What follows belongs to an exercise in optimizing a design on an open flow for a short achievable clock period and few clock cycles per item; a production flow would make more cautious choices.
Only simulation tests tie the RTL to the original design; equivalence was not proved.
Power and IR drop assume default switching activity.

==> flow/design.v (excerpt) <==
module cpu_top (
    input  logic        clk,
    input  logic        reset,
    output logic [9:0]  instr_addr,
    input  logic [17:0] instr_data,
    output logic [9:0]  mem_addr,
    output logic [17:0] mem_wdata,
    output logic        mem_we,
    output logic        mem_re,
    input  logic [17:0] mem_rdata
);
Size: roughly 700 flip-flops.
Settings: LEC_CHECK=0, ABC_CLOCK_PERIOD_IN_PS=1000, CAP_MARGIN=20, CORE_MARGIN=2, CORE_UTILIZATION=40, GPL_TIMING_DRIVEN=1, SETUP_SLACK_MARGIN=4.0, SLEW_MARGIN=20; clock period 6.0 ns.
run.sh (not shown) runs the stock make flow with config.mk's settings and CLKGATE_MAP_FILE= SYNTH_SCRIPT=/design/flow/synth_recipe.tcl, a recipe that flattens the netlist after the stock synthesis.
Testbench counts at the start, summed over its fixed seeds: cycles 92,650, instrs 84,944.
Edit:
ABC_CLOCK_PERIOD_IN_PS = 2000   (was 1000)
What happened: Synthesized cell count stays the same; hold slack is unchanged; wire length does not change.

* * *

run A:
Another version of the RTL of cpu_top (not shown whole).
For scale: roughly 4100 cells after synthesis, about 860 flip-flops, about 78 I/O pins, about 0.042 mm2 of cells after synthesis.
clock: 6.0 ns
lec_check: 0
cap_margin: 20
core_margin: 2
core_utilization: 55
cts_cluster_diameter: 80
cts_cluster_size: 20
gpl_timing_driven: 1
setup_slack_margin: 3.4
slew_margin: 20
Testbench counts of run A, summed over its fixed seeds: cycles 93,623, instrs 84,944.
Input changes introduced in run B (baseline for comparison: run A):
- CTS_CLUSTER_DIAMETER: 80 -> unset
- CTS_CLUSTER_SIZE: 20 -> unset
### Flow results
- The final layout from run B, which completed every stage, passed the timing, DRC and antenna checks at the end of the flow.
- Run B ended up with met5 as its top layer reached by signal wires; run A ended up with met4.
- Diff run A -> run B: cell area shows an increase of 4.2%, post-route worst setup slack shrank by 52 ps, total routed wirelength up about 1.3%.
Inputs modified between run B and run C:
- swapping 55 for 60 in CORE_UTILIZATION
- swapping 3.4 for 3.3 in SETUP_SLACK_MARGIN
## What came out
Run C finished every step from synthesis to the final layout, and the layout passed the timing, DRC and antenna checks. In run C, the area of all placed cells without fillers came out about 1.5% below the value in run B. Compared with run B, run C shows a lower synthesis-to-layout area growth. Between run B and run C, clock network fraction of design power decreased. Compared run B against run C; critical path's largest stage delay within noise. Run B reports its startpoint of the worst setup timing path as opY_q[9]$_DFF_PP0_ while run C reports instr_data[13]. Core utilization: run C higher than run B. Count of filler cells inserted in the layout was lower in the run labelled run C. Run C vs. run B: critical path depth fell 1; count of clock-net buffers in the final layout went down by 8.7%; sequential cell area share higher; number of global-route vias before repair higher.
Here is what was changed in the inputs of run D compared with run C.
- swapping 3.3 for 3.5 in SETUP_SLACK_MARGIN
- swapping 60 for 50 in CORE_UTILIZATION
## What came out
- Timing endpoint of the critical path: hit_q$_DFF_PP0_ -> run C, mis_q$_DFF_PP0_ -> run D
- primary input to flip-flop as the kind of critical path was reported by run C, and flip-flop to flip-flop by run D.
- Compared to run C, run D has share of final-layout standard cells stronger than drive strength 1 3.7 points higher.
- Across both runs, starting utilization of the core area was lower for run D than for run C.
- Going from run C to run D, global-route usage fell by 7.0 points; cell count rose by 227; clock period minus final worst setup slack stayed essentially flat.
- Final area in run D is 3.1% above run C.

* * *

Setup of north:
Another version of the RTL of cpu_top (not shown whole).
Size in the first run: about 4200 cells after synthesis, about 880 flip-flops.
clock: 6.0 ns
lec_check: 0
cap_margin: 20
core_margin: 2
core_utilization: 50
gpl_timing_driven: 1
setup_slack_margin: 3.5
slew_margin: 20
Testbench counts of north, summed over its fixed seeds: cycles 93,623, instrs 84,944.
For south, these inputs were changed with respect to north:
# north
export LEC_CHECK = 0
export CAP_MARGIN = 20
export CORE_MARGIN = 2
export CORE_UTILIZATION = 50
export GPL_TIMING_DRIVEN = 1
export SETUP_SLACK_MARGIN = 3.5
export SLEW_MARGIN = 20
create_clock -name core_clock -period 6.0 [get_ports {clk}]
# south
export LEC_CHECK = 0
export CAP_MARGIN = 20
export CORE_MARGIN = 2
export CORE_UTILIZATION = 55
export GPL_TIMING_DRIVEN = 1
export SETUP_SLACK_MARGIN = 3.4
export SLEW_MARGIN = 20
create_clock -name core_clock -period 6.0 [get_ports {clk}]
--- outcome ---
- Going from north to south, final weighted congestion in routability-driven placement grows by 7.0%.
- Every run in the comparison, north and south, completed the flow with a clean layout.
- Delta (south minus north): final design area excluding fillers went down by 2.6%, number of synthesized register bits held.
- As far as total routed wirelength is concerned, south and north perform about the same.
- south vs. north: sequential share of layout area picked up an extra 1.1 points; total power of the final layout now sits lower.

* * *

cpu_top, a different RTL version from the one above (not shown whole).
Size in the first run: roughly 78 I/O pins, roughly 42000 um^2 of cells after synthesis.
## cpu_top
module cpu_top (
    input  logic        clk,
    input  logic        reset,
    output logic [9:0]  instr_addr,
    input  logic [17:0] instr_data,
    output logic [9:0]  mem_addr,
    output logic [17:0] mem_wdata,
    output logic        mem_we,
    output logic        mem_re,
    input  logic [17:0] mem_rdata
);
clock: 6.0 ns
lec_check: 0
cap_margin: 20
core_margin: 2
core_utilization: 55
gpl_timing_driven: 1
place_density: 0.75
setup_slack_margin: 3.4
slew_margin: 20
The first run ran to the end with no violations.
Testbench counts at the start, summed over its fixed seeds: cycles 93,623, instrs 84,944.
Edit:
==> flow/flow/run.sh (new file) <==
#!/bin/bash
# The standard layout, with the synthesis step that maps adders to the
# library's half- and full-adder cells turned off, so that ABC maps the
# adder, comparator and incrementers as plain logic.
set -e
cp standard.sh standard_sh.log
export ADDER_MAP_FILE=
bash standard.sh > standard.log 2>&1
==> flow/standard.sh (new file) <==
#!/bin/bash
# synth_recipe.tcl (not shown) runs the flow's synth.tcl, then flattens the netlist and writes it again
# the make line also repeats each setting of config.mk as NAME=value (left out here)
make -C /OpenROAD-flow-scripts/flow DESIGN_CONFIG=/design/flow/config.mk WORK_HOME=/design/flow/orfs CLKGATE_MAP_FILE= SYNTH_SCRIPT=/design/flow/synth_recipe.tcl "${@:-finish}"
Settings changed: CORE_UTILIZATION 55 to 50, PLACE_DENSITY 0.75 to default, SETUP_SLACK_MARGIN 3.4 to 3.5.
removed: flow/run.sh
The new run went through all stages and came out clean.
Register-to-register slack gains 160 ps.
Flip-flop and latch count stays the same.
Utilization drops by 5.5 points.
Count of clock-buffer cells in the layout came out higher by 12.
Worst setup slack is better by 85 ps.
Power drops by a few percent.
Edit:
==> flow/run.sh (new file) <==
#!/bin/bash
# synth_recipe.tcl (not shown) runs the flow's synth.tcl, then flattens the netlist and writes it again
# the make line also repeats each setting of config.mk as NAME=value (left out here)
make -C /OpenROAD-flow-scripts/flow DESIGN_CONFIG=/design/flow/config.mk WORK_HOME=/design/flow/orfs CLKGATE_MAP_FILE= SYNTH_SCRIPT=/design/flow/synth_recipe.tcl finish
Settings changed: CORE_UTILIZATION 50 to 55, GPL_ROUTABILITY_DRIVEN from default to 0, SETUP_SLACK_MARGIN 3.5 to 3.4.
removed: flow/flow/run.sh
removed: flow/standard.sh
What happened: The new run completed without violations; final cell count shrinks by 2.1%; clock-buffer cell count shrinks by 4; synthesized area grows by 1.2%; synthesized cell count shrinks by 0.81%; worst hold slack got worse by 7.7 ps; sequential share of layout area grows by 0.23 points; cell area shrinks by 0.61%; via count shrinks by 0.97%; fmax shrinks by 0.31%; combinational power grows by 5.2%; sequential power shrinks by about 0.7%.
Edit:
Settings changed: CORE_UTILIZATION 55 to 65, GPL_ROUTABILITY_DRIVEN 0 to default.
=> Cell area goes down by 1.2%. Die area goes down by 15%. Synthesized cell count stays the same. Hold slack stays flat. Non-clock buffer count goes down by 15. Routed wire length goes down by 3.6%.
Edit:
Settings changed: CORE_UTILIZATION 65 to 55.
=>
- The changed run passed the timing, DRC and antenna checks
- global-route usage came out lower by 4.8 points
- core utilization came out lower by 11 points
- setup slack improved by 48 ps
- cell count came out higher by a few percent
- wire length came out higher by a few percent
- power came out higher slightly
- synthesized cell count does not change

[what the ideal ports hide]
The results above use ideal ports. As a check the final layouts listed here were re-extracted and re-timed, cells and wires unchanged. Step 1: set_driving_cell puts a clkbuf_16 on clk and a buf_2 on each other input, an assumption about the parent block. Step 2 also shifts input and output timing later by t, the mid clock arrival at the registers, as if the neighbouring blocks saw the same clock. Slacks: ideal ports / drivers / drivers and shift; pairs: ideal ports / drivers.
run	t, ns	slack for setup (ns)	hold slack, ns	latest minus earliest clock arrival (ns)	pins driven straight from the clock port
the first run of note 1	0.697	2.612 / 2.612 / 2.612	0.376 / 0.376 / 0.376	0.020 / 0.021	1
the second run of note 1	0.697	2.612 / 2.612 / 2.612	0.376 / 0.376 / 0.376	0.020 / 0.021	1
run A	0.716	3.300 / 3.308 / 2.634	0.360 / 0.360 / 0.360	0.035 / 0.035	1
run B	0.718	3.248 / 3.248 / 2.674	0.353 / 0.353 / 0.353	0.023 / 0.023	1
run C	0.716	3.307 / 3.267 / 2.642	0.348 / 0.348 / 0.348	0.022 / 0.023	1
run D	0.730	3.307 / 3.307 / 2.660	0.345 / 0.345 / 0.345	0.026 / 0.025	1
north	0.740	3.462 / 3.453 / 2.819	0.349 / 0.349 / 0.349	0.029 / 0.029	1
south	0.724	3.299 / 3.299 / 2.764	0.351 / 0.351 / 0.351	0.025 / 0.026	1
the first run of note 4	0.726	3.195 / 3.195 / 2.642	0.387 / 0.387 / 0.387	0.032 / 0.032	1
the second run of note 4	0.735	3.280 / 3.283 / 2.548	0.385 / 0.385 / 0.385	0.044 / 0.044	1
the third run of note 4	0.720	3.271 / 3.261 / 2.794	0.377 / 0.377 / 0.377	0.021 / 0.021	1
the fourth run of note 4	0.700	3.284 / 3.284 / 2.807	0.377 / 0.377 / 0.377	0.015 / 0.015	1
the fifth run of note 4	0.718	3.332 / 3.301 / 2.751	0.381 / 0.381 / 0.381	0.024 / 0.024	1
After both steps setup and hold are still met in every run listed. The setup slack of the second run of note 4, which loses most, moves by +0.003 ns with the drivers and by -0.732 ns with both steps. The worst setup slack also covers recovery checks on asynchronous resets.
